What follows belongs to an exercise in optimizing a design on an open flow for small area, a short achievable clock period and few clock cycles; a production flow would make more cautious choices.
In this exercise RTL edits were held to simulation tests only and were not proved equivalent to the original.
Power and IR drop assume default switching activity.

`design/flow/flow/run.sh`:
```
#!/bin/bash
# Layout: the standard flow, with the port buffers made as buf_2
# cells instead of the delay buffers buffer_ports picks by itself.
set -euo pipefail
export BUFFER_PORTS_ARGS="-buffer_cell sky130_fd_sc_hd__buf_2"
bash standard.sh > standard.log 2>&1
```
`design/flow/standard.sh`:
```
#!/bin/bash
# synth_recipe.tcl (not shown) runs the flow's synth.tcl, then flattens the netlist and writes it again
# the make line also repeats each setting of config.mk as NAME=value (left out here)
make -C /OpenROAD-flow-scripts/flow DESIGN_CONFIG=/design/flow/config.mk WORK_HOME=/design/flow/orfs CLKGATE_MAP_FILE= SYNTH_SCRIPT=/design/flow/synth_recipe.tcl "${@:-finish}"
```
`design/flow/config.mk`:
```
export PLATFORM = sky130hd
export DESIGN_NAME = euclidean_distance_unit
export DESIGN_NICKNAME = euclidean_distance_unit
export VERILOG_FILES = /design/flow/design.v
export SDC_FILE = /design/flow/constraint.sdc
export NUM_CORES = 4
export LEC_CHECK = 0
export CAP_MARGIN = 20
export CORE_MARGIN = 2
export CORE_UTILIZATION = 60
export PLACE_DENSITY = 0.75
export SETUP_SLACK_MARGIN = 4.6
export SLEW_MARGIN = 20
```
`design/flow/constraint.sdc`:
```
create_clock -name core_clock -period 8.0 [get_ports {clk}]
set_input_delay 1.6000 -clock core_clock [delete_from_list [all_inputs] [get_ports {clk}]]
set_output_delay 1.6000 -clock core_clock [all_outputs]
set_load 0.01 [all_outputs]
```
`design/flow/design.v`:
```
package edu_pkg;
    localparam int ELEM_W      = 16;             
    localparam int SQ_W        = 2 * ELEM_W;     
    localparam int ACC_W       = 46;             
    localparam int LO_W        = SQ_W;           
    localparam int HI_W        = ACC_W - LO_W;   
    localparam int ROOT_W      = ACC_W / 2;      
    localparam int REM_W       = ROOT_W + 1;     
    localparam int TDATA_IN_W  = 2 * ELEM_W;
    localparam int TDATA_OUT_W = ((ROOT_W + 7) / 8) * 8;
endpackage
module edu_sq_tree
(
    input  logic [16:0] d,
    output logic [33:0] row_s,
    output logic [33:0] row_c
);
    logic [15:0] u;
    logic        n;
    assign u = d[15:0];
    assign n = d[16];
    logic t1, t2, t3, t4, t5, t6, t7, t8, t9, t10, t11, t12, t13, t14, t15, t16, t17, t18, t19, t20, t21, t22, t23, t24, t25, t26, t27, t28, t29, t30, t31, t32, t33, t34, t35, t36, t37, t38, t39, t40, t41, t42, t43, t44, t45, t46, t47, t48, t49, t50, t51, t52, t53, t54, t55, t56, t57, t58, t59, t60, t61, t62, t63, t64, t65, t66, t67, t68, t69, t70, t71, t72, t73, t74, t75, t76, t77, t78, t79, t80, t81, t82, t83, t84, t85, t86, t87, t88, t89, t90, t91, t92, t93, t94, t95, t96, t97, t98, t99, t100, t101, t102, t103, t104, t105, t106, t107, t108, t109, t110, t111, t112, t113, t114, t115, t116, t117, t118, t119, t120, t121, t122, t123, t124, t125, t126, t127, t128, t129, t130, t131, t132, t133, t134, t135, t136, t137, t138, t139, t140, t141, t142, t143, t144, t145, t146, t147, t148, t149, t150, t151, t152, t153, t154, t155, t156, t157, t158, t159, t160, t161, t162, t163, t164, t165, t166, t167, t168, t169, t170, t171, t172, t173, t174, t175, t176, t177, t178, t179, t180, t181, t182, t183, t184, t185, t186, t187, t188, t189, t190, t191, t192, t193, t194, t195, t196, t197, t198, t199, t200, t201, t202, t203, t204, t205, t206, t207, t208, t209, t210;
    assign t1 = (u[0] & u[11]) ^ (u[1] & u[10]);
    assign t2 = (u[0] & u[11]) & (u[1] & u[10]);
    assign t3 = (u[0] & u[12]) ^ (u[1] & u[11]);
    assign t4 = (u[0] & u[12]) & (u[1] & u[11]);
    assign t5 = (u[0] & u[13]) ^ (u[1] & u[12]) ^ (u[2] & u[11]);
    assign t6 = ((u[0] & u[13]) & (u[1] & u[12])) | ((u[0] & u[13]) & (u[2] & u[11])) | ((u[1] & u[12]) & (u[2] & u[11]));
    assign t7 = (u[3] & u[10]) ^ (u[4] & u[9]);
    assign t8 = (u[3] & u[10]) & (u[4] & u[9]);
    assign t9 = (u[0] & u[14]) ^ (u[1] & u[13]) ^ (u[2] & u[12]);
    assign t10 = ((u[0] & u[14]) & (u[1] & u[13])) | ((u[0] & u[14]) & (u[2] & u[12])) | ((u[1] & u[13]) & (u[2] & u[12]));
    assign t11 = (u[3] & u[11]) ^ (u[4] & u[10]);
    assign t12 = (u[3] & u[11]) & (u[4] & u[10]);
    assign t13 = (u[0] & u[15]) ^ (u[1] & u[14]) ^ (u[2] & u[13]);
    assign t14 = ((u[0] & u[15]) & (u[1] & u[14])) | ((u[0] & u[15]) & (u[2] & u[13])) | ((u[1] & u[14]) & (u[2] & u[13]));
    assign t15 = (u[3] & u[12]) ^ (u[4] & u[11]) ^ (u[5] & u[10]);
    assign t16 = ((u[3] & u[12]) & (u[4] & u[11])) | ((u[3] & u[12]) & (u[5] & u[10])) | ((u[4] & u[11]) & (u[5] & u[10]));
    assign t17 = (u[6] & u[9]) ^ (u[7] & u[8]);
    assign t18 = (u[6] & u[9]) & (u[7] & u[8]);
    assign t19 = (u[1] & u[15]) ^ (u[2] & u[14]) ^ (u[3] & u[13]);
    assign t20 = ((u[1] & u[15]) & (u[2] & u[14])) | ((u[1] & u[15]) & (u[3] & u[13])) | ((u[2] & u[14]) & (u[3] & u[13]));
    assign t21 = (u[4] & u[12]) ^ (u[5] & u[11]) ^ (u[6] & u[10]);
    assign t22 = ((u[4] & u[12]) & (u[5] & u[11])) | ((u[4] & u[12]) & (u[6] & u[10])) | ((u[5] & u[11]) & (u[6] & u[10]));
    assign t23 = (u[7] & u[9]) ^ ~(n & u[0]) ^ 1'b1;
    assign t24 = ((u[7] & u[9]) & ~(n & u[0])) | ((u[7] & u[9]) & 1'b1) | (~(n & u[0]) & 1'b1);
    assign t25 = (u[2] & u[15]) ^ (u[3] & u[14]) ^ (u[4] & u[13]);
    assign t26 = ((u[2] & u[15]) & (u[3] & u[14])) | ((u[2] & u[15]) & (u[4] & u[13])) | ((u[3] & u[14]) & (u[4] & u[13]));
    assign t27 = (u[5] & u[12]) ^ (u[6] & u[11]) ^ (u[7] & u[10]);
    assign t28 = ((u[5] & u[12]) & (u[6] & u[11])) | ((u[5] & u[12]) & (u[7] & u[10])) | ((u[6] & u[11]) & (u[7] & u[10]));
    assign t29 = (u[8] & u[9]) ^ u[9] ^ ~(n & u[1]);
    assign t30 = ((u[8] & u[9]) & u[9]) | ((u[8] & u[9]) & ~(n & u[1])) | (u[9] & ~(n & u[1]));
    assign t31 = (u[3] & u[15]) ^ (u[4] & u[14]) ^ (u[5] & u[13]);
    assign t32 = ((u[3] & u[15]) & (u[4] & u[14])) | ((u[3] & u[15]) & (u[5] & u[13])) | ((u[4] & u[14]) & (u[5] & u[13]));
    assign t33 = (u[6] & u[12]) ^ (u[7] & u[11]) ^ (u[8] & u[10]);
    assign t34 = ((u[6] & u[12]) & (u[7] & u[11])) | ((u[6] & u[12]) & (u[8] & u[10])) | ((u[7] & u[11]) & (u[8] & u[10]));
    assign t35 = (u[4] & u[15]) ^ (u[5] & u[14]) ^ (u[6] & u[13]);
    assign t36 = ((u[4] & u[15]) & (u[5] & u[14])) | ((u[4] & u[15]) & (u[6] & u[13])) | ((u[5] & u[14]) & (u[6] & u[13]));
    assign t37 = (u[7] & u[12]) ^ (u[8] & u[11]) ^ (u[9] & u[10]);
    assign t38 = ((u[7] & u[12]) & (u[8] & u[11])) | ((u[7] & u[12]) & (u[9] & u[10])) | ((u[8] & u[11]) & (u[9] & u[10]));
    assign t39 = (u[5] & u[15]) ^ (u[6] & u[14]) ^ (u[7] & u[13]);
    assign t40 = ((u[5] & u[15]) & (u[6] & u[14])) | ((u[5] & u[15]) & (u[7] & u[13])) | ((u[6] & u[14]) & (u[7] & u[13]));
    assign t41 = (u[6] & u[15]) ^ (u[7] & u[14]) ^ (u[8] & u[13]);
    assign t42 = ((u[6] & u[15]) & (u[7] & u[14])) | ((u[6] & u[15]) & (u[8] & u[13])) | ((u[7] & u[14]) & (u[8] & u[13]));
    assign t43 = (u[0] & u[7]) ^ (u[1] & u[6]);
    assign t44 = (u[0] & u[7]) & (u[1] & u[6]);
    assign t45 = (u[0] & u[8]) ^ (u[1] & u[7]);
    assign t46 = (u[0] & u[8]) & (u[1] & u[7]);
    assign t47 = (u[0] & u[9]) ^ (u[1] & u[8]) ^ (u[2] & u[7]);
    assign t48 = ((u[0] & u[9]) & (u[1] & u[8])) | ((u[0] & u[9]) & (u[2] & u[7])) | ((u[1] & u[8]) & (u[2] & u[7]));
    assign t49 = (u[3] & u[6]) ^ (u[4] & u[5]);
    assign t50 = (u[3] & u[6]) & (u[4] & u[5]);
    assign t51 = (u[0] & u[10]) ^ (u[1] & u[9]) ^ (u[2] & u[8]);
    assign t52 = ((u[0] & u[10]) & (u[1] & u[9])) | ((u[0] & u[10]) & (u[2] & u[8])) | ((u[1] & u[9]) & (u[2] & u[8]));
    assign t53 = (u[3] & u[7]) ^ (u[4] & u[6]);
    assign t54 = (u[3] & u[7]) & (u[4] & u[6]);
    assign t55 = (u[2] & u[9]) ^ (u[3] & u[8]) ^ (u[4] & u[7]);
    assign t56 = ((u[2] & u[9]) & (u[3] & u[8])) | ((u[2] & u[9]) & (u[4] & u[7])) | ((u[3] & u[8]) & (u[4] & u[7]));
    assign t57 = (u[5] & u[6]) ^ u[6] ^ t1;
    assign t58 = ((u[5] & u[6]) & u[6]) | ((u[5] & u[6]) & t1) | (u[6] & t1);
    assign t59 = (u[2] & u[10]) ^ (u[3] & u[9]) ^ (u[4] & u[8]);
    assign t60 = ((u[2] & u[10]) & (u[3] & u[9])) | ((u[2] & u[10]) & (u[4] & u[8])) | ((u[3] & u[9]) & (u[4] & u[8]));
    assign t61 = (u[5] & u[7]) ^ t3 ^ t2;
    assign t62 = ((u[5] & u[7]) & t3) | ((u[5] & u[7]) & t2) | (t3 & t2);
    assign t63 = (u[5] & u[8]) ^ (u[6] & u[7]) ^ u[7];
    assign t64 = ((u[5] & u[8]) & (u[6] & u[7])) | ((u[5] & u[8]) & u[7]) | ((u[6] & u[7]) & u[7]);
    assign t65 = t5 ^ t7 ^ t4;
    assign t66 = (t5 & t7) | (t5 & t4) | (t7 & t4);
    assign t67 = (u[5] & u[9]) ^ (u[6] & u[8]) ^ t9;
    assign t68 = ((u[5] & u[9]) & (u[6] & u[8])) | ((u[5] & u[9]) & t9) | ((u[6] & u[8]) & t9);
    assign t69 = t11 ^ t6 ^ t8;
    assign t70 = (t11 & t6) | (t11 & t8) | (t6 & t8);
    assign t71 = u[8] ^ t13 ^ t15;
    assign t72 = (u[8] & t13) | (u[8] & t15) | (t13 & t15);
    assign t73 = t17 ^ t10 ^ t12;
    assign t74 = (t17 & t10) | (t17 & t12) | (t10 & t12);
    assign t75 = t19 ^ t21 ^ t23;
    assign t76 = (t19 & t21) | (t19 & t23) | (t21 & t23);
    assign t77 = t14 ^ t16 ^ t18;
    assign t78 = (t14 & t16) | (t14 & t18) | (t16 & t18);
    assign t79 = t25 ^ t27 ^ t29;
    assign t80 = (t25 & t27) | (t25 & t29) | (t27 & t29);
    assign t81 = t20 ^ t22 ^ t24;
    assign t82 = (t20 & t22) | (t20 & t24) | (t22 & t24);
    assign t83 = ~(n & u[2]) ^ t31 ^ t33;
    assign t84 = (~(n & u[2]) & t31) | (~(n & u[2]) & t33) | (t31 & t33);
    assign t85 = t26 ^ t28 ^ t30;
    assign t86 = (t26 & t28) | (t26 & t30) | (t28 & t30);
    assign t87 = u[10] ^ ~(n & u[3]) ^ t35;
    assign t88 = (u[10] & ~(n & u[3])) | (u[10] & t35) | (~(n & u[3]) & t35);
    assign t89 = t37 ^ t32 ^ t34;
    assign t90 = (t37 & t32) | (t37 & t34) | (t32 & t34);
    assign t91 = (u[8] & u[12]) ^ (u[9] & u[11]) ^ ~(n & u[4]);
    assign t92 = ((u[8] & u[12]) & (u[9] & u[11])) | ((u[8] & u[12]) & ~(n & u[4])) | ((u[9] & u[11]) & ~(n & u[4]));
    assign t93 = t39 ^ t36 ^ t38;
    assign t94 = (t39 & t36) | (t39 & t38) | (t36 & t38);
    assign t95 = (u[9] & u[12]) ^ (u[10] & u[11]) ^ u[11];
    assign t96 = ((u[9] & u[12]) & (u[10] & u[11])) | ((u[9] & u[12]) & u[11]) | ((u[10] & u[11]) & u[11]);
    assign t97 = ~(n & u[5]) ^ t41 ^ t40;
    assign t98 = (~(n & u[5]) & t41) | (~(n & u[5]) & t40) | (t41 & t40);
    assign t99 = (u[7] & u[15]) ^ (u[8] & u[14]) ^ (u[9] & u[13]);
    assign t100 = ((u[7] & u[15]) & (u[8] & u[14])) | ((u[7] & u[15]) & (u[9] & u[13])) | ((u[8] & u[14]) & (u[9] & u[13]));
    assign t101 = (u[10] & u[12]) ^ ~(n & u[6]) ^ t42;
    assign t102 = ((u[10] & u[12]) & ~(n & u[6])) | ((u[10] & u[12]) & t42) | (~(n & u[6]) & t42);
    assign t103 = (u[8] & u[15]) ^ (u[9] & u[14]) ^ (u[10] & u[13]);
    assign t104 = ((u[8] & u[15]) & (u[9] & u[14])) | ((u[8] & u[15]) & (u[10] & u[13])) | ((u[9] & u[14]) & (u[10] & u[13]));
    assign t105 = (u[11] & u[12]) ^ u[12] ^ ~(n & u[7]);
    assign t106 = ((u[11] & u[12]) & u[12]) | ((u[11] & u[12]) & ~(n & u[7])) | (u[12] & ~(n & u[7]));
    assign t107 = (u[9] & u[15]) ^ (u[10] & u[14]) ^ (u[11] & u[13]);
    assign t108 = ((u[9] & u[15]) & (u[10] & u[14])) | ((u[9] & u[15]) & (u[11] & u[13])) | ((u[10] & u[14]) & (u[11] & u[13]));
    assign t109 = (u[10] & u[15]) ^ (u[11] & u[14]) ^ (u[12] & u[13]);
    assign t110 = ((u[10] & u[15]) & (u[11] & u[14])) | ((u[10] & u[15]) & (u[12] & u[13])) | ((u[11] & u[14]) & (u[12] & u[13]));
    assign t111 = (u[0] & u[5]) ^ (u[1] & u[4]);
    assign t112 = (u[0] & u[5]) & (u[1] & u[4]);
    assign t113 = (u[0] & u[6]) ^ (u[1] & u[5]);
    assign t114 = (u[0] & u[6]) & (u[1] & u[5]);
    assign t115 = (u[2] & u[5]) ^ (u[3] & u[4]) ^ u[4];
    assign t116 = ((u[2] & u[5]) & (u[3] & u[4])) | ((u[2] & u[5]) & u[4]) | ((u[3] & u[4]) & u[4]);
    assign t117 = (u[2] & u[6]) ^ (u[3] & u[5]) ^ t45;
    assign t118 = ((u[2] & u[6]) & (u[3] & u[5])) | ((u[2] & u[6]) & t45) | ((u[3] & u[5]) & t45);
    assign t119 = u[5] ^ t47 ^ t49;
    assign t120 = (u[5] & t47) | (u[5] & t49) | (t47 & t49);
    assign t121 = t51 ^ t53 ^ t48;
    assign t122 = (t51 & t53) | (t51 & t48) | (t53 & t48);
    assign t123 = t55 ^ t57 ^ t52;
    assign t124 = (t55 & t57) | (t55 & t52) | (t57 & t52);
    assign t125 = t59 ^ t61 ^ t56;
    assign t126 = (t59 & t61) | (t59 & t56) | (t61 & t56);
    assign t127 = t63 ^ t65 ^ t60;
    assign t128 = (t63 & t65) | (t63 & t60) | (t65 & t60);
    assign t129 = t67 ^ t69 ^ t64;
    assign t130 = (t67 & t69) | (t67 & t64) | (t69 & t64);
    assign t131 = t71 ^ t73 ^ t68;
    assign t132 = (t71 & t73) | (t71 & t68) | (t73 & t68);
    assign t133 = t75 ^ t77 ^ t72;
    assign t134 = (t75 & t77) | (t75 & t72) | (t77 & t72);
    assign t135 = t79 ^ t81 ^ t76;
    assign t136 = (t79 & t81) | (t79 & t76) | (t81 & t76);
    assign t137 = t83 ^ t85 ^ t80;
    assign t138 = (t83 & t85) | (t83 & t80) | (t85 & t80);
    assign t139 = t87 ^ t89 ^ t84;
    assign t140 = (t87 & t89) | (t87 & t84) | (t89 & t84);
    assign t141 = t91 ^ t93 ^ t88;
    assign t142 = (t91 & t93) | (t91 & t88) | (t93 & t88);
    assign t143 = t95 ^ t97 ^ t92;
    assign t144 = (t95 & t97) | (t95 & t92) | (t97 & t92);
    assign t145 = t99 ^ t101 ^ t96;
    assign t146 = (t99 & t101) | (t99 & t96) | (t101 & t96);
    assign t147 = t103 ^ t105 ^ t100;
    assign t148 = (t103 & t105) | (t103 & t100) | (t105 & t100);
    assign t149 = ~(n & u[8]) ^ t107 ^ t104;
    assign t150 = (~(n & u[8]) & t107) | (~(n & u[8]) & t104) | (t107 & t104);
    assign t151 = u[13] ^ ~(n & u[9]) ^ t109;
    assign t152 = (u[13] & ~(n & u[9])) | (u[13] & t109) | (~(n & u[9]) & t109);
    assign t153 = (u[11] & u[15]) ^ (u[12] & u[14]) ^ ~(n & u[10]);
    assign t154 = ((u[11] & u[15]) & (u[12] & u[14])) | ((u[11] & u[15]) & ~(n & u[10])) | ((u[12] & u[14]) & ~(n & u[10]));
    assign t155 = (u[12] & u[15]) ^ (u[13] & u[14]) ^ u[14];
    assign t156 = ((u[12] & u[15]) & (u[13] & u[14])) | ((u[12] & u[15]) & u[14]) | ((u[13] & u[14]) & u[14]);
    assign t157 = (u[0] & u[3]) ^ (u[1] & u[2]);
    assign t158 = (u[0] & u[3]) & (u[1] & u[2]);
    assign t159 = (u[0] & u[4]) ^ (u[1] & u[3]);
    assign t160 = (u[0] & u[4]) & (u[1] & u[3]);
    assign t161 = (u[2] & u[3]) ^ u[3] ^ t111;
    assign t162 = ((u[2] & u[3]) & u[3]) | ((u[2] & u[3]) & t111) | (u[3] & t111);
    assign t163 = (u[2] & u[4]) ^ t113 ^ t112;
    assign t164 = ((u[2] & u[4]) & t113) | ((u[2] & u[4]) & t112) | (t113 & t112);
    assign t165 = t43 ^ t115 ^ t114;
    assign t166 = (t43 & t115) | (t43 & t114) | (t115 & t114);
    assign t167 = t44 ^ t117 ^ t116;
    assign t168 = (t44 & t117) | (t44 & t116) | (t117 & t116);
    assign t169 = t46 ^ t119 ^ t118;
    assign t170 = (t46 & t119) | (t46 & t118) | (t119 & t118);
    assign t171 = t50 ^ t121 ^ t120;
    assign t172 = (t50 & t121) | (t50 & t120) | (t121 & t120);
    assign t173 = t54 ^ t123 ^ t122;
    assign t174 = (t54 & t123) | (t54 & t122) | (t123 & t122);
    assign t175 = t58 ^ t125 ^ t124;
    assign t176 = (t58 & t125) | (t58 & t124) | (t125 & t124);
    assign t177 = t62 ^ t127 ^ t126;
    assign t178 = (t62 & t127) | (t62 & t126) | (t127 & t126);
    assign t179 = t66 ^ t129 ^ t128;
    assign t180 = (t66 & t129) | (t66 & t128) | (t129 & t128);
    assign t181 = t70 ^ t131 ^ t130;
    assign t182 = (t70 & t131) | (t70 & t130) | (t131 & t130);
    assign t183 = t74 ^ t133 ^ t132;
    assign t184 = (t74 & t133) | (t74 & t132) | (t133 & t132);
    assign t185 = t78 ^ t135 ^ t134;
    assign t186 = (t78 & t135) | (t78 & t134) | (t135 & t134);
    assign t187 = t82 ^ t137 ^ t136;
    assign t188 = (t82 & t137) | (t82 & t136) | (t137 & t136);
    assign t189 = t86 ^ t139 ^ t138;
    assign t190 = (t86 & t139) | (t86 & t138) | (t139 & t138);
    assign t191 = t90 ^ t141 ^ t140;
    assign t192 = (t90 & t141) | (t90 & t140) | (t141 & t140);
    assign t193 = t94 ^ t143 ^ t142;
    assign t194 = (t94 & t143) | (t94 & t142) | (t143 & t142);
    assign t195 = t98 ^ t145 ^ t144;
    assign t196 = (t98 & t145) | (t98 & t144) | (t145 & t144);
    assign t197 = t102 ^ t147 ^ t146;
    assign t198 = (t102 & t147) | (t102 & t146) | (t147 & t146);
    assign t199 = t106 ^ t149 ^ t148;
    assign t200 = (t106 & t149) | (t106 & t148) | (t149 & t148);
    assign t201 = t108 ^ t151 ^ t150;
    assign t202 = (t108 & t151) | (t108 & t150) | (t151 & t150);
    assign t203 = t110 ^ t153 ^ t152;
    assign t204 = (t110 & t153) | (t110 & t152) | (t153 & t152);
    assign t205 = ~(n & u[11]) ^ t155 ^ t154;
    assign t206 = (~(n & u[11]) & t155) | (~(n & u[11]) & t154) | (t155 & t154);
    assign t207 = (u[13] & u[15]) ^ ~(n & u[12]) ^ t156;
    assign t208 = ((u[13] & u[15]) & ~(n & u[12])) | ((u[13] & u[15]) & t156) | (~(n & u[12]) & t156);
    assign t209 = (u[14] & u[15]) ^ u[15] ^ ~(n & u[13]);
    assign t210 = ((u[14] & u[15]) & u[15]) | ((u[14] & u[15]) & ~(n & u[13])) | (u[15] & ~(n & u[13]));
    assign row_s = {1'b1, ~(n & u[15]), ~(n & u[14]), t209, t207, t205, t203, t201, t199, t197, t195, t193, t191, t189, t187, t185, t183, t181, t179, t177, t175, t173, t171, t169, t167, t165, t163, t161, t159, u[2], (u[0] & u[2]), (u[0] & u[1]), 1'b0, u[0]};
    assign row_c = {1'b0, n, t210, t208, t206, t204, t202, t200, t198, t196, t194, t192, t190, t188, t186, t184, t182, t180, t178, t176, t174, t172, t170, t168, t166, t164, t162, t160, t158, t157, 1'b0, u[1], 1'b0, 1'b0};
endmodule
module edu_root_top
(
    input  logic [7:0] x,
    output logic [3:0] root,
    output logic [4:0] rem
);
    always_comb
    begin
        case (x)
            8'd0: begin root = 4'd0; rem = 5'd0; end
            8'd1: begin root = 4'd1; rem = 5'd0; end
            8'd2: begin root = 4'd1; rem = 5'd1; end
            8'd3: begin root = 4'd1; rem = 5'd2; end
            8'd4: begin root = 4'd2; rem = 5'd0; end
            8'd5: begin root = 4'd2; rem = 5'd1; end
            8'd6: begin root = 4'd2; rem = 5'd2; end
            8'd7: begin root = 4'd2; rem = 5'd3; end
            8'd8: begin root = 4'd2; rem = 5'd4; end
            8'd9: begin root = 4'd3; rem = 5'd0; end
            8'd10: begin root = 4'd3; rem = 5'd1; end
            8'd11: begin root = 4'd3; rem = 5'd2; end
            8'd12: begin root = 4'd3; rem = 5'd3; end
            8'd13: begin root = 4'd3; rem = 5'd4; end
            8'd14: begin root = 4'd3; rem = 5'd5; end
            8'd15: begin root = 4'd3; rem = 5'd6; end
            8'd16: begin root = 4'd4; rem = 5'd0; end
            8'd17: begin root = 4'd4; rem = 5'd1; end
            8'd18: begin root = 4'd4; rem = 5'd2; end
            8'd19: begin root = 4'd4; rem = 5'd3; end
            8'd20: begin root = 4'd4; rem = 5'd4; end
            8'd21: begin root = 4'd4; rem = 5'd5; end
            8'd22: begin root = 4'd4; rem = 5'd6; end
            8'd23: begin root = 4'd4; rem = 5'd7; end
            8'd24: begin root = 4'd4; rem = 5'd8; end
            8'd25: begin root = 4'd5; rem = 5'd0; end
            8'd26: begin root = 4'd5; rem = 5'd1; end
            8'd27: begin root = 4'd5; rem = 5'd2; end
            8'd28: begin root = 4'd5; rem = 5'd3; end
            8'd29: begin root = 4'd5; rem = 5'd4; end
            8'd30: begin root = 4'd5; rem = 5'd5; end
            8'd31: begin root = 4'd5; rem = 5'd6; end
            8'd32: begin root = 4'd5; rem = 5'd7; end
            8'd33: begin root = 4'd5; rem = 5'd8; end
            8'd34: begin root = 4'd5; rem = 5'd9; end
            8'd35: begin root = 4'd5; rem = 5'd10; end
            8'd36: begin root = 4'd6; rem = 5'd0; end
            8'd37: begin root = 4'd6; rem = 5'd1; end
            8'd38: begin root = 4'd6; rem = 5'd2; end
            8'd39: begin root = 4'd6; rem = 5'd3; end
            8'd40: begin root = 4'd6; rem = 5'd4; end
            8'd41: begin root = 4'd6; rem = 5'd5; end
            8'd42: begin root = 4'd6; rem = 5'd6; end
            8'd43: begin root = 4'd6; rem = 5'd7; end
            8'd44: begin root = 4'd6; rem = 5'd8; end
            8'd45: begin root = 4'd6; rem = 5'd9; end
            8'd46: begin root = 4'd6; rem = 5'd10; end
            8'd47: begin root = 4'd6; rem = 5'd11; end
            8'd48: begin root = 4'd6; rem = 5'd12; end
            8'd49: begin root = 4'd7; rem = 5'd0; end
            8'd50: begin root = 4'd7; rem = 5'd1; end
            8'd51: begin root = 4'd7; rem = 5'd2; end
            8'd52: begin root = 4'd7; rem = 5'd3; end
            8'd53: begin root = 4'd7; rem = 5'd4; end
            8'd54: begin root = 4'd7; rem = 5'd5; end
            8'd55: begin root = 4'd7; rem = 5'd6; end
            8'd56: begin root = 4'd7; rem = 5'd7; end
            8'd57: begin root = 4'd7; rem = 5'd8; end
            8'd58: begin root = 4'd7; rem = 5'd9; end
            8'd59: begin root = 4'd7; rem = 5'd10; end
            8'd60: begin root = 4'd7; rem = 5'd11; end
            8'd61: begin root = 4'd7; rem = 5'd12; end
            8'd62: begin root = 4'd7; rem = 5'd13; end
            8'd63: begin root = 4'd7; rem = 5'd14; end
            8'd64: begin root = 4'd8; rem = 5'd0; end
            8'd65: begin root = 4'd8; rem = 5'd1; end
            8'd66: begin root = 4'd8; rem = 5'd2; end
            8'd67: begin root = 4'd8; rem = 5'd3; end
            8'd68: begin root = 4'd8; rem = 5'd4; end
            8'd69: begin root = 4'd8; rem = 5'd5; end
            8'd70: begin root = 4'd8; rem = 5'd6; end
            8'd71: begin root = 4'd8; rem = 5'd7; end
            8'd72: begin root = 4'd8; rem = 5'd8; end
            8'd73: begin root = 4'd8; rem = 5'd9; end
            8'd74: begin root = 4'd8; rem = 5'd10; end
            8'd75: begin root = 4'd8; rem = 5'd11; end
            8'd76: begin root = 4'd8; rem = 5'd12; end
            8'd77: begin root = 4'd8; rem = 5'd13; end
            8'd78: begin root = 4'd8; rem = 5'd14; end
            8'd79: begin root = 4'd8; rem = 5'd15; end
            8'd80: begin root = 4'd8; rem = 5'd16; end
            8'd81: begin root = 4'd9; rem = 5'd0; end
            8'd82: begin root = 4'd9; rem = 5'd1; end
            8'd83: begin root = 4'd9; rem = 5'd2; end
            8'd84: begin root = 4'd9; rem = 5'd3; end
            8'd85: begin root = 4'd9; rem = 5'd4; end
            8'd86: begin root = 4'd9; rem = 5'd5; end
            8'd87: begin root = 4'd9; rem = 5'd6; end
            8'd88: begin root = 4'd9; rem = 5'd7; end
            8'd89: begin root = 4'd9; rem = 5'd8; end
            8'd90: begin root = 4'd9; rem = 5'd9; end
            8'd91: begin root = 4'd9; rem = 5'd10; end
            8'd92: begin root = 4'd9; rem = 5'd11; end
            8'd93: begin root = 4'd9; rem = 5'd12; end
            8'd94: begin root = 4'd9; rem = 5'd13; end
            8'd95: begin root = 4'd9; rem = 5'd14; end
            8'd96: begin root = 4'd9; rem = 5'd15; end
            8'd97: begin root = 4'd9; rem = 5'd16; end
            8'd98: begin root = 4'd9; rem = 5'd17; end
            8'd99: begin root = 4'd9; rem = 5'd18; end
            8'd100: begin root = 4'd10; rem = 5'd0; end
            8'd101: begin root = 4'd10; rem = 5'd1; end
            8'd102: begin root = 4'd10; rem = 5'd2; end
            8'd103: begin root = 4'd10; rem = 5'd3; end
            8'd104: begin root = 4'd10; rem = 5'd4; end
            8'd105: begin root = 4'd10; rem = 5'd5; end
            8'd106: begin root = 4'd10; rem = 5'd6; end
            8'd107: begin root = 4'd10; rem = 5'd7; end
            8'd108: begin root = 4'd10; rem = 5'd8; end
            8'd109: begin root = 4'd10; rem = 5'd9; end
            8'd110: begin root = 4'd10; rem = 5'd10; end
            8'd111: begin root = 4'd10; rem = 5'd11; end
            8'd112: begin root = 4'd10; rem = 5'd12; end
            8'd113: begin root = 4'd10; rem = 5'd13; end
            8'd114: begin root = 4'd10; rem = 5'd14; end
            8'd115: begin root = 4'd10; rem = 5'd15; end
            8'd116: begin root = 4'd10; rem = 5'd16; end
            8'd117: begin root = 4'd10; rem = 5'd17; end
            8'd118: begin root = 4'd10; rem = 5'd18; end
            8'd119: begin root = 4'd10; rem = 5'd19; end
            8'd120: begin root = 4'd10; rem = 5'd20; end
            8'd121: begin root = 4'd11; rem = 5'd0; end
            8'd122: begin root = 4'd11; rem = 5'd1; end
            8'd123: begin root = 4'd11; rem = 5'd2; end
            8'd124: begin root = 4'd11; rem = 5'd3; end
            8'd125: begin root = 4'd11; rem = 5'd4; end
            8'd126: begin root = 4'd11; rem = 5'd5; end
            8'd127: begin root = 4'd11; rem = 5'd6; end
            8'd128: begin root = 4'd11; rem = 5'd7; end
            8'd129: begin root = 4'd11; rem = 5'd8; end
            8'd130: begin root = 4'd11; rem = 5'd9; end
            8'd131: begin root = 4'd11; rem = 5'd10; end
            8'd132: begin root = 4'd11; rem = 5'd11; end
            8'd133: begin root = 4'd11; rem = 5'd12; end
            8'd134: begin root = 4'd11; rem = 5'd13; end
            8'd135: begin root = 4'd11; rem = 5'd14; end
            8'd136: begin root = 4'd11; rem = 5'd15; end
            8'd137: begin root = 4'd11; rem = 5'd16; end
            8'd138: begin root = 4'd11; rem = 5'd17; end
            8'd139: begin root = 4'd11; rem = 5'd18; end
            8'd140: begin root = 4'd11; rem = 5'd19; end
            8'd141: begin root = 4'd11; rem = 5'd20; end
            8'd142: begin root = 4'd11; rem = 5'd21; end
            8'd143: begin root = 4'd11; rem = 5'd22; end
            8'd144: begin root = 4'd12; rem = 5'd0; end
            8'd145: begin root = 4'd12; rem = 5'd1; end
            8'd146: begin root = 4'd12; rem = 5'd2; end
            8'd147: begin root = 4'd12; rem = 5'd3; end
            8'd148: begin root = 4'd12; rem = 5'd4; end
            8'd149: begin root = 4'd12; rem = 5'd5; end
            8'd150: begin root = 4'd12; rem = 5'd6; end
            8'd151: begin root = 4'd12; rem = 5'd7; end
            8'd152: begin root = 4'd12; rem = 5'd8; end
            8'd153: begin root = 4'd12; rem = 5'd9; end
            8'd154: begin root = 4'd12; rem = 5'd10; end
            8'd155: begin root = 4'd12; rem = 5'd11; end
            8'd156: begin root = 4'd12; rem = 5'd12; end
            8'd157: begin root = 4'd12; rem = 5'd13; end
            8'd158: begin root = 4'd12; rem = 5'd14; end
            8'd159: begin root = 4'd12; rem = 5'd15; end
            8'd160: begin root = 4'd12; rem = 5'd16; end
            8'd161: begin root = 4'd12; rem = 5'd17; end
            8'd162: begin root = 4'd12; rem = 5'd18; end
            8'd163: begin root = 4'd12; rem = 5'd19; end
            8'd164: begin root = 4'd12; rem = 5'd20; end
            8'd165: begin root = 4'd12; rem = 5'd21; end
            8'd166: begin root = 4'd12; rem = 5'd22; end
            8'd167: begin root = 4'd12; rem = 5'd23; end
            8'd168: begin root = 4'd12; rem = 5'd24; end
            8'd169: begin root = 4'd13; rem = 5'd0; end
            8'd170: begin root = 4'd13; rem = 5'd1; end
            8'd171: begin root = 4'd13; rem = 5'd2; end
            8'd172: begin root = 4'd13; rem = 5'd3; end
            8'd173: begin root = 4'd13; rem = 5'd4; end
            8'd174: begin root = 4'd13; rem = 5'd5; end
            8'd175: begin root = 4'd13; rem = 5'd6; end
            8'd176: begin root = 4'd13; rem = 5'd7; end
            8'd177: begin root = 4'd13; rem = 5'd8; end
            8'd178: begin root = 4'd13; rem = 5'd9; end
            8'd179: begin root = 4'd13; rem = 5'd10; end
            8'd180: begin root = 4'd13; rem = 5'd11; end
            8'd181: begin root = 4'd13; rem = 5'd12; end
            8'd182: begin root = 4'd13; rem = 5'd13; end
            8'd183: begin root = 4'd13; rem = 5'd14; end
            8'd184: begin root = 4'd13; rem = 5'd15; end
            8'd185: begin root = 4'd13; rem = 5'd16; end
            8'd186: begin root = 4'd13; rem = 5'd17; end
            8'd187: begin root = 4'd13; rem = 5'd18; end
            8'd188: begin root = 4'd13; rem = 5'd19; end
            8'd189: begin root = 4'd13; rem = 5'd20; end
            8'd190: begin root = 4'd13; rem = 5'd21; end
            8'd191: begin root = 4'd13; rem = 5'd22; end
            8'd192: begin root = 4'd13; rem = 5'd23; end
            8'd193: begin root = 4'd13; rem = 5'd24; end
            8'd194: begin root = 4'd13; rem = 5'd25; end
            8'd195: begin root = 4'd13; rem = 5'd26; end
            8'd196: begin root = 4'd14; rem = 5'd0; end
            8'd197: begin root = 4'd14; rem = 5'd1; end
            8'd198: begin root = 4'd14; rem = 5'd2; end
            8'd199: begin root = 4'd14; rem = 5'd3; end
            8'd200: begin root = 4'd14; rem = 5'd4; end
            8'd201: begin root = 4'd14; rem = 5'd5; end
            8'd202: begin root = 4'd14; rem = 5'd6; end
            8'd203: begin root = 4'd14; rem = 5'd7; end
            8'd204: begin root = 4'd14; rem = 5'd8; end
            8'd205: begin root = 4'd14; rem = 5'd9; end
            8'd206: begin root = 4'd14; rem = 5'd10; end
            8'd207: begin root = 4'd14; rem = 5'd11; end
            8'd208: begin root = 4'd14; rem = 5'd12; end
            8'd209: begin root = 4'd14; rem = 5'd13; end
            8'd210: begin root = 4'd14; rem = 5'd14; end
            8'd211: begin root = 4'd14; rem = 5'd15; end
            8'd212: begin root = 4'd14; rem = 5'd16; end
            8'd213: begin root = 4'd14; rem = 5'd17; end
            8'd214: begin root = 4'd14; rem = 5'd18; end
            8'd215: begin root = 4'd14; rem = 5'd19; end
            8'd216: begin root = 4'd14; rem = 5'd20; end
            8'd217: begin root = 4'd14; rem = 5'd21; end
            8'd218: begin root = 4'd14; rem = 5'd22; end
            8'd219: begin root = 4'd14; rem = 5'd23; end
            8'd220: begin root = 4'd14; rem = 5'd24; end
            8'd221: begin root = 4'd14; rem = 5'd25; end
            8'd222: begin root = 4'd14; rem = 5'd26; end
            8'd223: begin root = 4'd14; rem = 5'd27; end
            8'd224: begin root = 4'd14; rem = 5'd28; end
            8'd225: begin root = 4'd15; rem = 5'd0; end
            8'd226: begin root = 4'd15; rem = 5'd1; end
            8'd227: begin root = 4'd15; rem = 5'd2; end
            8'd228: begin root = 4'd15; rem = 5'd3; end
            8'd229: begin root = 4'd15; rem = 5'd4; end
            8'd230: begin root = 4'd15; rem = 5'd5; end
            8'd231: begin root = 4'd15; rem = 5'd6; end
            8'd232: begin root = 4'd15; rem = 5'd7; end
            8'd233: begin root = 4'd15; rem = 5'd8; end
            8'd234: begin root = 4'd15; rem = 5'd9; end
            8'd235: begin root = 4'd15; rem = 5'd10; end
            8'd236: begin root = 4'd15; rem = 5'd11; end
            8'd237: begin root = 4'd15; rem = 5'd12; end
            8'd238: begin root = 4'd15; rem = 5'd13; end
            8'd239: begin root = 4'd15; rem = 5'd14; end
            8'd240: begin root = 4'd15; rem = 5'd15; end
            8'd241: begin root = 4'd15; rem = 5'd16; end
            8'd242: begin root = 4'd15; rem = 5'd17; end
            8'd243: begin root = 4'd15; rem = 5'd18; end
            8'd244: begin root = 4'd15; rem = 5'd19; end
            8'd245: begin root = 4'd15; rem = 5'd20; end
            8'd246: begin root = 4'd15; rem = 5'd21; end
            8'd247: begin root = 4'd15; rem = 5'd22; end
            8'd248: begin root = 4'd15; rem = 5'd23; end
            8'd249: begin root = 4'd15; rem = 5'd24; end
            8'd250: begin root = 4'd15; rem = 5'd25; end
            8'd251: begin root = 4'd15; rem = 5'd26; end
            8'd252: begin root = 4'd15; rem = 5'd27; end
            8'd253: begin root = 4'd15; rem = 5'd28; end
            8'd254: begin root = 4'd15; rem = 5'd29; end
            8'd255: begin root = 4'd15; rem = 5'd30; end
            default: begin root = '0; rem = '0; end
        endcase
    end
endmodule
module euclidean_distance_unit
(
    input  logic                              clk,
    input  logic                              rst_n,
    input  logic                              s_axis_tvalid,
    output logic                              s_axis_tready,
    input  logic [edu_pkg::TDATA_IN_W-1:0]    s_axis_tdata,
    input  logic                              s_axis_tlast,
    output logic                              m_axis_tvalid,
    input  logic                              m_axis_tready,
    output logic [edu_pkg::TDATA_OUT_W-1:0]   m_axis_tdata,
    output logic                              m_axis_tuser
);
    localparam int EW    = edu_pkg::ELEM_W;
    localparam int AW    = edu_pkg::ACC_W;
    localparam int LW    = edu_pkg::LO_W;
    localparam int HW    = edu_pkg::HI_W;
    localparam int RW    = edu_pkg::ROOT_W;
    localparam int MW    = edu_pkg::REM_W;
    localparam int FB    = 4;                    
    localparam int BW    = AW - 2 * FB;          
    localparam int RADW  = BW;                   
    localparam int STEPS = RW - FB;              
    localparam int TW    = LW + 2;               
    logic              rdy_reg;
    logic              accept;
    logic [EW:0]       diff;
    logic [EW:0]       da_reg;
    logic              va_reg, lasta_reg;
    assign accept = s_axis_tvalid && rdy_reg;
    assign diff   = {s_axis_tdata[EW-1], s_axis_tdata[EW-1:0]}
                  - {s_axis_tdata[2*EW-1], s_axis_tdata[2*EW-1:EW]};
    always_ff @(posedge clk)
    begin
        da_reg    <= accept ? diff : '0;
        lasta_reg <= s_axis_tlast;
    end
    logic [TW-1:0]     row_s, row_c;
    logic [TW-1:0]     rsb_reg, rcb_reg;
    logic              vb_reg, lastb_reg;
    edu_sq_tree u_sq
    (
        .d     (da_reg),
        .row_s (row_s),
        .row_c (row_c)
    );
    always_ff @(posedge clk)
    begin
        rsb_reg   <= row_s;
        rcb_reg   <= row_c;
        lastb_reg <= lasta_reg;
    end
    logic [LW-1:0]     lo_reg;
    logic [HW-1:0]     hi_reg;
    logic              cy_reg, ovf_reg;
    logic              first_reg;    
    logic              clr_reg;      
    logic              full_reg;     
    logic [TW-1:0]     base, cs_s, cs_c, lo_sum;
    logic [HW:0]       hi_inc;
    logic              load;
    assign base   = clr_reg ? '0 : TW'(lo_reg);
    assign cs_s   = base ^ rsb_reg ^ rcb_reg;
    assign cs_c   = {(base[TW-2:0] & rsb_reg[TW-2:0])
                   | (base[TW-2:0] & rcb_reg[TW-2:0])
                   | (rsb_reg[TW-2:0] & rcb_reg[TW-2:0]), 1'b0};
    assign lo_sum = cs_s + cs_c;
    always_comb
    begin
        for (int i = 0; i < HW; i++)
            hi_inc[i] = hi_reg[i] ^ (cy_reg && ((hi_reg & HW'((1 << i) - 1)) == HW'((1 << i) - 1)));
        hi_inc[HW] = cy_reg && (&hi_reg);
    end
    always_ff @(posedge clk)
        clr_reg <= va_reg && (vb_reg ? lastb_reg : first_reg);
    always_ff @(posedge clk)
    begin
        lo_reg  <= lo_sum[LW-1:0];
        cy_reg  <= lo_sum[LW];
        hi_reg  <= clr_reg ? '0 : hi_inc[HW-1:0];
        ovf_reg <= clr_reg ? 1'b0 : (ovf_reg || hi_inc[HW]);
    end
    logic              busy_reg, valid_reg, sat_reg;
    logic [4:0]        cnt_reg;
    logic [RADW-1:0]   rad_reg;
    logic [MW:0]       rem_reg;      
    logic [RW-1:0]     root_reg;
    logic              free, finish;
    logic              bufv_reg, bsat_reg, move;
    logic [BW-1:0]     bsum_reg;
    logic [FB-1:0]     broot_reg;
    logic [FB:0]       brem_reg;
    logic [AW-1:0]     sum_c;        
    logic              sat_c;
    logic [FB-1:0]     root_t;
    logic [FB:0]       rem_t;
    assign sum_c = {hi_inc[HW-1:0], lo_reg};
    assign sat_c = ovf_reg || hi_inc[HW];
    edu_root_top u_top
    (
        .x    (sum_c[AW-1 -: 2*FB]),
        .root (root_t),
        .rem  (rem_t)
    );
    assign move = full_reg && (!bufv_reg || load);
    always_ff @(posedge clk)
    begin
        if (move)
        begin
            bsum_reg  <= sum_c[BW-1:0];
            broot_reg <= root_t | {FB{sat_c}};
            brem_reg  <= rem_t;
            bsat_reg  <= sat_c;
        end
    end
    logic [MW:0]       rem_n, step_op;
    logic [RW-1:0]     root_n;
    assign step_op = rem_reg[MW] ? {root_reg, 2'b11} : {~root_reg, 2'b11};
    assign rem_n   = {rem_reg[MW-2:0], rad_reg[RADW-1 -: 2]} + step_op;
    assign root_n  = {root_reg[RW-2:0], !rem_n[MW] || sat_reg};
    assign free   = (!busy_reg && !valid_reg) || (valid_reg && m_axis_tready);
    assign load   = bufv_reg && free;
    assign finish = busy_reg && (cnt_reg == '0);
    always_ff @(posedge clk)
    begin
        if (load)
        begin
            rad_reg  <= bsum_reg[RADW-1:0];
            rem_reg  <= (MW+1)'(brem_reg);
            root_reg <= RW'(broot_reg);
            sat_reg  <= bsat_reg;
        end
        else
        begin
            rad_reg  <= {rad_reg[RADW-3:0], 2'b00};
            rem_reg  <= rem_n;
            if (busy_reg)
                root_reg <= root_n;
        end
    end
    always_ff @(posedge clk)
        cnt_reg <= load ? 5'(STEPS - 1) : cnt_reg - 1'b1;
    logic       rdy_next;
    logic [1:0] pend_reg;    
    function automatic logic ready_next(input logic mr, input logic lt);
        logic       ld, idle;
        logic [1:0] pend;
        ld   = bufv_reg && ((!busy_reg && !valid_reg) || (valid_reg && mr));
        pend = pend_reg + 2'(lt) - 2'(ld);
        idle = !ld && !busy_reg && !(valid_reg && !mr);
        ready_next = (pend <= 2'd1) || ((pend == 2'd2) && idle);
    endfunction
    always_comb
    begin
        logic r00, r01, r10, r11;
        r00 = ready_next(1'b0, 1'b0);
        r01 = ready_next(1'b0, 1'b1);
        r10 = ready_next(1'b1, 1'b0);
        r11 = ready_next(1'b1, 1'b1);
        if (accept && s_axis_tlast)
            rdy_next = m_axis_tready ? r11 : r01;
        else
            rdy_next = m_axis_tready ? r10 : r00;
    end
    always_ff @(posedge clk or negedge rst_n)
    begin
        if (!rst_n)
        begin
            rdy_reg   <= 1'b0;
            pend_reg  <= '0;
            va_reg    <= 1'b0;
            vb_reg    <= 1'b0;
            first_reg <= 1'b1;
            full_reg  <= 1'b0;
            bufv_reg  <= 1'b0;
            busy_reg  <= 1'b0;
            valid_reg <= 1'b0;
        end
        else
        begin
            rdy_reg   <= rdy_next;
            pend_reg  <= pend_reg + 2'(accept && s_axis_tlast) - 2'(load);
            va_reg    <= accept;
            vb_reg    <= va_reg;
            if (vb_reg)
                first_reg <= lastb_reg;
            full_reg  <= (full_reg && !move) || (vb_reg && lastb_reg);
            bufv_reg  <= (bufv_reg && !load) || move;
            if (load)
                busy_reg <= 1'b1;
            else if (finish)
                busy_reg <= 1'b0;
            if (finish)
                valid_reg <= 1'b1;
            else if (m_axis_tready)
                valid_reg <= 1'b0;
        end
    end
    assign s_axis_tready = rdy_reg;
    assign m_axis_tvalid = valid_reg;
    assign m_axis_tdata  = edu_pkg::TDATA_OUT_W'(root_reg);
    assign m_axis_tuser  = sat_reg;
endmodule
```
==> flow_metrics.py, run 1 <==
metrics = {
    "global_routing": {
        "grt_pass1_wl_mm": 60.0,
        "grt_antenna_before_repair": 0,
        "grt_pass1_vias": 12800,
        "grt_max_degree": 84,
        "grt_use_total": 0.233,
        "globalRoute.totalOverflow": 0,
    },
    "floorplan": {
        "die_height_um": 175,
        "ioPinCount": 64,
        "start_util": 0.611,
        "rows": 62,
        "dieArea_sq_um": 30700,
        "core-area_sq_um": 28800,
        "die_x_um": 175,
    },
    "sta": {
        "finalSetupViolations": 0,
        "tns_ns": 0,
        "tightest_slew_ns": 1.10,
        "holdWs_ns": 0.346,
        "rsz0062_at_grt": "yes",
        "hold_viol": 0,
        "finalCritPeriodShare": 0.413,
        "timing.fmax_ghz": 0.303,
        "slew_headroom": 0.259,
        "skew_ns": 0.0237,
        "slew_violations": 0,
        "fin_crit_ns": 3.30,
    },
    "logic_synthesis": {
        "postSynth.asyncResetShare": 0.0358,
        "synth-edff-count": 53,
        "netlist_area_sq_um": 17600,
        "avgSynthCellArea_sq_um": 9.07,
        "synth_cell_types": 83,
        "ys_seq_elements": 279,
        "synth_flop_cell": "dfxtp_1",
        "syn_nets": 2197,
        "synth-warning-count": 2,
        "synthCells": 1941,
        "synth_seq_area_share": 0.350,
    },
    "routing": {
        "dr.pass1.iters": 5,
        "drc": 0,
        "vias": 13100,
        "wirelength_mm": 35.9,
        "wl_per_cell_um": 15.1,
        "drtAntennaViolNets": 0,
        "drt_iter0_markers": 839,
        "via_per_inst": 5.49,
    },
    "finish": {
        "nFillCells": 2312,
        "area_delta_synth_final_pct": 10.5,
        "final_util": 0.675,
        "diodes": 0,
        "seq_area_sq_um": 6180,
        "drive_gt1_frac": 0.0891,
        "nNetsFinal": 2229,
        "multiInputGateArea_sq_um": 10300,
    },
    "clock_network": {
        "clock_latency_ns": 0.56,
        "clkSinkCount": 279,
        "clock_path_buffers": 3,
        "clkTransAtPathRegs_ns": 0.06,
        "htree_num_levels": 1,
        "clockRootBuffer": "clkbuf_16",
        "cts_buffers": 30,
        "cts_tree": "done",
    },
    "worst_hold_path": {
        "hold_depth": 0,
        "hp-class": "reg2reg",
    },
    "placement": {
        "place.gp.congestion": 0.893,
        "hpwl_mm": 25.4,
        "io_buffer_count": 62,
    },
    "run_status": {
        "status": "no timing/DRC/antenna violations",
    },
    "power": {
        "power_mw": 8.20,
        "vdd_drop_max_uv": 195,
        "p_per_area_nw_per_um2": 422,
        "p_leak_nw": 9.19,
    },
    "setup_path": {
        "worstSetupStartpointType": "flop",
        "crit_fanout": 32,
        "worstSetupEndpointType": "flop",
        "arrival_ns": 3.57,
        "crit_type": "reg2reg",
        "crit_required_ns": 8.27,
        "r2r_cells": 10,
    },
    "job": {
        "maxCapViolCount": 0,
    },
}
==> what timing repair did <==
action | CTS | global route
pin swaps | 2 | 6
endpoints found under the setup margin | 20 | 16
cloned | 0 | 1
resized for setup | 11 | 21
setup buffers | 7 | 2
hold buffers | 0 | 0
==> stage by stage <==
| step | area [sq um] | instances | setup slack [ns] |
|---|---|---|---|
| global route | 19400 | 2381 | 4.54 |
| detailed placement | 18200 | 2315 | 4.00 |
| global placement | 18200 | 2315 | 4.04 |
| finish | 19400 | 2381 | 4.70 |
| CTS | 19300 | 2378 | 4.59 |
| floorplan | 17600 | 1941 | 4.58 |
==> final timing paths <==
path,from,to,slack (ns)
max,hi_reg[8]$_SDFF_PP0_,brem_reg[2]$_DFFE_PP_,4.70
min,lasta_reg$_DFF_P_,lastb_reg$_DFF_P_,0.35
max reg2reg,hi_reg[8]$_SDFF_PP0_,brem_reg[2]$_DFFE_PP_,4.70
min reg2reg,lasta_reg$_DFF_P_,lastb_reg$_DFF_P_,0.35
max in group asynchronous,rst_n,first_reg$_DFF_PN1_,6.85
min in group asynchronous,rst_n,pend_reg[0]$_DFF_PN0_,0.89
==> where the power goes <==
group / total, mW / switching [mW] / internal (mW)
sequential: 2.42 / 0.346 / 2.07
clock: 1.44 / 0.567 / 0.871
combinational: 4.34 / 2.46 / 1.88
==> kinds of logic (layout without fill, tap and decap cells) <==
| kind of cell | Yosys count | in the layout | share of synthesized area |
|---|---|---|---|
| flops | 279 | 279 | 0.350 |
| simple gates | 647 | 647 | 0.178 |
| buf+inv | 332 | 388 | 0.0720 |
| fa+ha+maj | 219 | 219 | 0.204 |
| xor+xnor | 110 | 110 | 0.0560 |
| compound gates | 321 | 321 | 0.121 |
| other cells | 1 | 1 | 0.000213 |
| mux | 32 | 32 | 0.0191 |
==> metal layers <==
layer / wire (um) / share of wire / global-route usage / up-vias
met5: 0 / 0 / 0 / -
met4: 1090 / 0.030 / 0.0792 / 0
met3: 1590 / 0.044 / 0.0242 / 86
met2: 17300 / 0.48 / 0.405 / 354
met1: 15900 / 0.44 / 0.305 / 6175
li1: - / - / - / 6450
==> cells in the final DEF, fill, tap and decap left out, drive strengths merged, types with 6 or more instances in the layout <==
| master | count |
|---|---|
| a211o | 6 |
| a211oi | 15 |
| a21o | 27 |
| a21oi | 85 |
| a31oi | 11 |
| and2 | 86 |
| and3 | 16 |
| buf | 82 |
| clkbuf | 37 |
| clkinv | 12 |
| dfrtp | 9 |
| dfxtp | 216 |
| edfxtp | 53 |
| fa | 112 |
| ha | 107 |
| inv | 252 |
| mux2i | 29 |
| nand2 | 249 |
| nand2b | 49 |
| nand3 | 36 |
| nand4 | 9 |
| nor2 | 116 |
| nor2b | 21 |
| nor3 | 36 |
| nor4 | 10 |
| o211ai | 16 |
| o21a | 23 |
| o21ai | 61 |
| o21bai | 7 |
| o22ai | 7 |
| o31ai | 6 |
| or3 | 6 |
| xnor2 | 76 |
| xor2 | 34 |
==> cell usage after synthesis, types with 8 or more instances <==
library cell	number	area, sq um
nand2_1	248	931
inv_1	245	920
dfxtp_1	216	4320
nor2_1	116	435
fa_1	112	2240
ha_1	107	1340
and2_1	86	538
a21oi_1	85	425
xnor2_1	73	639
clkbuf_1	65	244
o21ai_0	57	285
edfxtp_1	53	1590
nand2b_1	49	307
nand3_1	36	180
nor3_1	34	170
xor2_1	34	298
mux2i_1	29	290
a21o_1	27	203
o21a_1	23	173
nor2b_1	21	131
and3_1	16	100
o211ai_1	15	113
a211oi_1	14	105
a31oi_1	11	68.8
dfrtp_1	9	225
nand4_1	8	50.1
==> worst max-delay path, stage by stage (launching register included) <==
cell and delay, ns:
dfxtp_1 0.32, buf_4 0.32, nand2_1 0.29, nor2_1 0.33, nand3_2 0.29, xnor2_2 0.29
buf_4 0.23, nand2_1 0.12, o21ai_0 0.10, a2111oi_0 0.58, nor4_2 0.13
==> final cells by class <==
cell class | instances | share of cell area
multi-input combinational | 1330 | 0.530
clock buffer | 36 | 0.0408
inverter | 249 | 0.0481
sequential | 279 | 0.318
timing repair buffer | 83 | 0.0256
tap | 384 | 0.0247
clock inverter | 20 | 0.0127
Testbench counts, summed over its fixed seeds: cycles 22,995.
==> inputs of run 2 (changes only) <==
--- a/design/flow/config.mk
+++ b/design/flow/config.mk
@@ -9,4 +9,6 @@
 export CORE_MARGIN = 2
 export CORE_UTILIZATION = 60
+export CTS_CLUSTER_DIAMETER = 60
+export CTS_CLUSTER_SIZE = 30
 export PLACE_DENSITY = 0.75
 export SETUP_SLACK_MARGIN = 4.6
==> flow_metrics.py, run 2 <==
metrics = {
    "floorplan": {
        "core-area_sq_um": 28800,
        "start_util": 0.611,
        "die_height_um": 175,
        "ioPinCount": 64,
        "rows": 62,
        "dieArea_sq_um": 30700,
        "die_x_um": 175,
    },
    "logic_synthesis": {
        "yosys.area.top_type_share": 0.246,
        "synth_commonest_cells": "248 x nand2_1, 245 x inv_1, 216 x dfxtp_1, 116 x nor2_1, 112 x fa_1",
        "synth_cell_types": 83,
        "synth_compound_area_frac": 0.121,
        "synth_xor_area_frac": 0.0560,
        "synth_top_family_by_area": "adder cells",
        "postSynth.asyncResetShare": 0.0358,
        "synthTopCellsByArea": "dfxtp_1 25%, fa_1 13%, edfxtp_1 9.0%",
        "muxShareOfSynthArea": 0.0191,
        "netlist_area_sq_um": 17600,
        "synth_flop_cell": "dfxtp_1",
        "synthCells": 1941,
        "synth_fa_ha_area_frac": 0.204,
        "avgSynthCellArea_sq_um": 9.07,
        "yosysTopAreaCell": "dfxtp_1",
        "synth-warning-count": 2,
        "ys_seq_elements": 279,
        "synth-edff-count": 53,
        "syn_nets": 2197,
        "yosysMostFrequentCell": "nand2_1",
        "synthSimpleGateAreaFrac": 0.178,
        "synth_seq_area_share": 0.350,
    },
    "finish": {
        "mostFrequentLayoutCells": "246 x nand2_1, 245 x inv_1, 213 x dfxtp_1",
        "finish.instance_area_sq_um": 19300,
        "nNetsFinal": 2223,
        "nFillCells": 2336,
        "diodes": 0,
        "multiInputGateArea_sq_um": 10300,
        "drive_gt1_frac": 0.0882,
        "seq_area_sq_um": 6180,
        "final_common_cell": "nand2_1",
        "area_delta_synth_final_pct": 9.74,
    },
    "routing": {
        "drc": 0,
        "vias": 13000,
        "wirelength_mm": 35.9,
        "drt_iter0_markers": 839,
        "via_per_inst": 5.47,
        "drtAntennaViolNets": 0,
        "dr.pass1.iters": 5,
        "wl_per_cell_um": 15.2,
    },
    "sta": {
        "rsz0062_at_grt": "yes",
        "setup_ws_ns": 4.72,
        "finalSetupViolations": 0,
        "slew_violations": 0,
        "hold_viol": 0,
        "slew_headroom": 0.280,
        "finalCritPeriodShare": 0.410,
        "tightest_slew_ns": 1.07,
        "skew_ns": 0.0436,
        "timing.fmax_ghz": 0.305,
        "fin_crit_ns": 3.28,
        "tns_ns": 0,
    },
    "clock_network": {
        "cts_tree": "done",
        "clock_path_buffers": 3,
        "clock_latency_ns": 0.55,
        "htree_num_levels": 1,
        "clockRootBuffer": "clkbuf_16",
        "clkTransAtPathRegs_ns": 0.09,
        "clkSinkCount": 279,
        "cts_buffers": 24,
    },
    "global_routing": {
        "grt_use_total": 0.232,
        "grt_antenna_before_repair": 0,
        "globalRoute.totalOverflow": 0,
        "grt_pass1_vias": 12700,
        "grt_max_degree": 84,
        "grt_pass1_wl_mm": 59.6,
    },
    "power": {
        "p_per_area_nw_per_um2": 417,
        "power_mw": 8.04,
        "vdd_drop_max_uv": 209,
        "p_leak_nw": 9.11,
    },
    "placement": {
        "hpwl_mm": 25.4,
        "post_dp_cell_area_sq_um": 18200,
        "io_buffer_count": 62,
        "place_ws_ns": 4.00,
        "place.gp.congestion": 0.893,
    },
    "setup_path": {
        "crit_required_ns": 8.42,
        "worstSetupEndpointType": "flop",
        "arrival_ns": 3.70,
        "crit_start": "clr_reg$_DFF_P_",
        "crit_type": "reg2reg",
        "crit_fanout": 14,
        "worstSetupStartpointType": "flop",
        "r2r-start": "clr_reg$_DFF_P_",
    },
    "job": {
        "maxCapViolCount": 0,
    },
    "worst_hold_path": {
        "hp-class": "reg2reg",
        "min_from": "lasta_reg$_DFF_P_",
    },
    "run_status": {
        "status": "no timing/DRC/antenna violations",
    },
}
[run 2: through the flow]
stage                     hold slack, ns  instances   util
after CTS                          0.356       2366  0.666
after global routing               0.359       2369  0.671
after floorplan                    0.310       1941      -
final                              0.354       2369  0.671
after detailed placement           0.332       2315  0.631
after global placement             0.313       2315  0.631
[run 2: per-layer routing]
layer  part of all wire  GRT usage
met1               0.45      0.304
met2               0.48      0.404
met3              0.037     0.0238
met4              0.032     0.0740
met5                  0          0
[run 2: logic make-up after synthesis]
kind of cell,count (synthesis)
adders and majority gates,219
muxes,32
and+or+nand+nor,647
other,1
xor gates and xnor gates,110
buffers and inverters,332
DFF,279
AOI/OAI and AO/OA,321
[run 2: worst paths after layout]
path,end,slack (ns),depth (start not counted)
min in group asynchronous,full_reg$_DFF_PN0_,0.90,1
worst min register to register,lastb_reg$_DFF_P_,0.35,0
worst max-delay path,lo_reg[30]$_DFF_P_,4.72,12
worst max register to register,lo_reg[30]$_DFF_P_,4.72,12
max in group asynchronous,first_reg$_DFF_PN1_,6.85,1
worst min-delay path,lastb_reg$_DFF_P_,0.35,0
[run 2: what timing repair did]
item / CTS / global route
setup buffers: 7 / 2
gates cloned: 0 / 1
resized for setup: 11 / 22
pin swaps: 3 / 5
endpoints found under the setup margin: 19 / 17
hold buffers: 0 / 0
[run 2: where the power goes]
part	switching, mW	internal [mW]
sequential	0.344	2.07
clock	0.631	0.646
combinational	2.47	1.89
total	3.44	4.60
[run 2: worst max-delay path, cell delays in order (launching register included)]
cell      delay [ns]
dfxtp_4         0.43
nand2b_1        0.17
fa_1            0.48
inv_1           0.04
ha_1            0.22
or3_1           0.39
o221a_2         0.29
a211oi_2        0.30
o21ai_2         0.14
nand3_2         0.14
a21oi_2         0.10
a211o_1         0.32
xor2_1          0.14
[run 2: cell type report]
class | instances | area share
flip-flops and latches | 279 | 0.320
clock inverters | 17 | 0.0132
clock buffers | 27 | 0.0333
multi-input cells | 1330 | 0.534
repair buffers | 83 | 0.0263
inverters | 249 | 0.0484
well taps | 384 | 0.0249
==> inputs of run 3 (changes only) <==
--- a/design/flow/config.mk
+++ b/design/flow/config.mk
@@ -12,4 +12,4 @@
 export CTS_CLUSTER_SIZE = 30
 export PLACE_DENSITY = 0.75
-export SETUP_SLACK_MARGIN = 4.6
+export SETUP_SLACK_MARGIN = 4.7
 export SLEW_MARGIN = 20
==> flow_metrics.py, run 3 <==
metrics = {
    "floorplan": {
        "rows": 62,
        "die_height_um": 175,
        "ioPinCount": 64,
        "die_x_um": 175,
        "core-area_sq_um": 28800,
        "dieArea_sq_um": 30700,
        "start_util": 0.611,
    },
    "finish": {
        "drive_gt1_frac": 0.110,
        "nNetsFinal": 2235,
        "finish.instance_area_sq_um": 19600,
        "final_common_cell": "nand2_1",
        "area_delta_synth_final_pct": 11.5,
        "diodes": 0,
        "mostFrequentLayoutCells": "247 x nand2_1, 244 x inv_1, 203 x dfxtp_1",
    },
    "logic_synthesis": {
        "synthCells": 1941,
        "ys_seq_elements": 279,
        "netlist_area_sq_um": 17600,
        "yosysMostFrequentCell": "nand2_1",
        "synth_seq_area_share": 0.350,
        "synth-edff-count": 53,
        "yosys.area.top_type_share": 0.246,
        "postSynth.asyncResetShare": 0.0358,
        "synth_cell_types": 83,
        "synth-warning-count": 2,
        "synth_commonest_cells": "248 x nand2_1, 245 x inv_1, 216 x dfxtp_1, 116 x nor2_1, 112 x fa_1",
        "synth_flop_cell": "dfxtp_1",
        "syn_nets": 2197,
        "yosysTopAreaCell": "dfxtp_1",
        "synthTopCellsByArea": "dfxtp_1 25%, fa_1 13%, edfxtp_1 9.0%",
        "avgSynthCellArea_sq_um": 9.07,
    },
    "setup_path": {
        "r2r_slack_ns": 4.79,
        "crit_type": "reg2reg",
        "arrival_ns": 3.68,
        "worstSetupEndpointType": "flop",
        "crit_fanout": 24,
        "r2r-start": "clr_reg$_DFF_P_",
        "r2r_cells": 15,
        "r2r_end": "lo_reg[22]$_DFF_P_",
        "worstSetupStartpointType": "flop",
        "crit_required_ns": 8.47,
    },
    "sta": {
        "tightest_slew_ns": 1.05,
        "finalSetupViolations": 0,
        "rsz0062_at_grt": "yes",
        "timing.fmax_ghz": 0.311,
        "finalCritPeriodShare": 0.402,
        "skew_ns": 0.0268,
        "tns_ns": 0,
        "slew_headroom": 0.298,
        "hold_viol": 0,
        "slew_violations": 0,
        "fin_crit_ns": 3.21,
    },
    "global_routing": {
        "grt_use_total": 0.238,
        "grt_max_degree": 83,
        "grt_antenna_before_repair": 0,
        "grt_pass1_wl_mm": 61.4,
        "grt_pass1_vias": 13100,
        "globalRoute.totalOverflow": 0,
    },
    "placement": {
        "place.gp.congestion": 0.901,
        "post_dp_cell_area_sq_um": 18200,
        "io_buffer_count": 62,
        "hpwl_mm": 25.3,
    },
    "worst_hold_path": {
        "hold_depth": 0,
        "hp-class": "reg2reg",
        "min_to": "lastb_reg$_DFF_P_",
        "min_from": "lasta_reg$_DFF_P_",
    },
    "routing": {
        "drtAntennaViolNets": 0,
        "via_per_inst": 5.50,
        "vias": 13100,
        "wl_per_cell_um": 15.2,
        "wirelength_mm": 36.1,
        "drc": 0,
        "drt_iter0_markers": 782,
        "dr.pass1.iters": 5,
    },
    "clock_network": {
        "htree_num_levels": 1,
        "clock_path_buffers": 3,
        "clock_latency_ns": 0.55,
        "clkTransAtPathRegs_ns": 0.09,
        "cts_buffers": 24,
        "clkSinkCount": 279,
        "ctsHoldBuffers": 0,
        "cts_tree": "done",
        "clockRootBuffer": "clkbuf_16",
    },
    "run_status": {
        "status": "no timing/DRC/antenna violations",
    },
    "job": {
        "maxCapViolCount": 0,
    },
    "power": {
        "p_per_area_nw_per_um2": 419,
        "vdd_drop_max_uv": 210,
        "p_leak_nw": 9.22,
    },
}
==> run 3: cell count changes in the layout (fill, tap and decap cells not counted), sizes merged <==
cell    before  now
buf         83   94
bufinv       0    1
clkbuf      27   26
clkinv       6    9
inv        259  257
==> run 3: where the power goes <==
part | switching (mW) | internal, mW | total [mW]
Combinational | 2.55 | 1.97 | 4.51
Sequential | 0.344 | 2.07 | 2.41
Clock | 0.637 | 0.666 | 1.30
Total | 3.53 | 4.70 | 8.23
==> run 3: worst max-delay path by stage <==
stage                           from                      to  cells after the start
detailed placement     m_axis_tready  rem_reg[21]$_SDFF_PP0_                      7
global placement       m_axis_tready       sat_reg$_DFFE_PP_                      5
global route         clr_reg$_DFF_P_      lo_reg[22]$_DFF_P_                     15
floorplan           s_axis_tdata[18]   da_reg[14]$_SDFF_PN0_                     10
CTS                  clr_reg$_DFF_P_      lo_reg[29]$_DFF_P_                     13
finish               clr_reg$_DFF_P_      lo_reg[22]$_DFF_P_                     15
==> run 3: through the flow <==
| stage | power, mW | utilization | hold WS, ns | std cells | setup slack [ns] |
|---|---|---|---|---|---|
| floorplan | 5.81 | - | 0.310 | 1941 | 4.70 |
| global route | 8.98 | 0.682 | 0.353 | 2381 | 4.68 |
| detailed placement | 6.73 | 0.632 | 0.320 | 2315 | 4.16 |
| global placement | 6.56 | 0.631 | 0.318 | 2314 | 4.17 |
| finish | 8.23 | 0.682 | 0.344 | 2381 | 4.79 |
| CTS | 8.15 | 0.672 | 0.347 | 2372 | 4.70 |
==> run 3: worst max-delay path: stages, from the launching register on <==
cell,delay [ns]
dfxtp_4,0.36
buf_12,0.15
nand2b_1,0.17
fa_1,0.48
inv_1,0.04
ha_2,0.20
or3_4,0.38
o221a_4,0.25
a211oi_4,0.25
o21ai_2,0.12
buf_4,0.15
buf_4,0.12
nand2_1,0.05
o21ai_0,0.07
a21oi_1,0.19
xnor2_1,0.13
==> run 3: kinds of logic (layout without fill, tap and decap cells) <==
logic type,count (synthesis),in the layout,share of synthesized area
XOR/XNOR,110,110,0.0560
other,1,1,0.000213
multiplexers,32,32,0.0191
adder cells (fa/ha/maj),219,219,0.204
AND/OR/NAND/NOR,647,647,0.178
flip-flops,279,279,0.350
AO/OA/AOI/OAI,321,321,0.121
buffers and inverters,332,388,0.0720
==> run 3: final cells by class <==
class,instances,area (sq um)
fill,2272,9160
multi-input combinational,1330,10500
inverter,249,935
clock inverter,19,300
clock buffer,25,626
timing repair buffer,95,618
tap,384,480
sequential,279,6190
==> run 3: per-layer routing <==
metal / share of wire / wire (um) / GRT usage / vias to the layer above
met5: 0 / 0 / 0 / -
li1: - / - / - / 6448
met2: 0.50 / 17900 / 0.436 / 344
met1: 0.43 / 15400 / 0.294 / 6233
met4: 0.029 / 1050 / 0.0733 / 0
met3: 0.046 / 1670 / 0.0288 / 79
==> run 3: what timing repair did <==
| item | 4_1_cts | 5_1_grt |
|---|---|---|
| pin swaps | 9 | 14 |
| setup buffers | 12 | 8 |
| gates cloned | 1 | 1 |
| gates resized for setup | 32 | 43 |
| setup endpoints to repair | 18 | 108 |

[static timing again, ports no longer ideal]
In the flow no input, the clock included, has a driving cell. The finished layouts below were timed again as built, in two steps. Step 1, drivers: a clkbuf_16 drives clk and a buf_2 each remaining input, both assumed. Step 2 moves the port delays by t, midway between the first and last clock arrival at a register: inputs arrive t later, outputs are due t later. That takes back most of the time a late clock gives input paths. a / b / c = no drivers / after step 1 / after step 2; a / b = the first two.
run	shift t [ns]	setup slack, ns	worst setup path at the end	worst slew at a driven data input, ns
run 1	0.597	4.696 / 4.696 / 4.232	input to register	0.03
run 2	0.574	4.716 / 4.716 / 4.224	input to register	0.03
run 3	0.581	4.787 / 4.787 / 4.329	input to register	0.03
After both steps setup and hold are still met in every run listed. For run 2, which loses most, drivers alone change the setup slack by 0.000 ns; drivers and shift together by -0.492 ns.
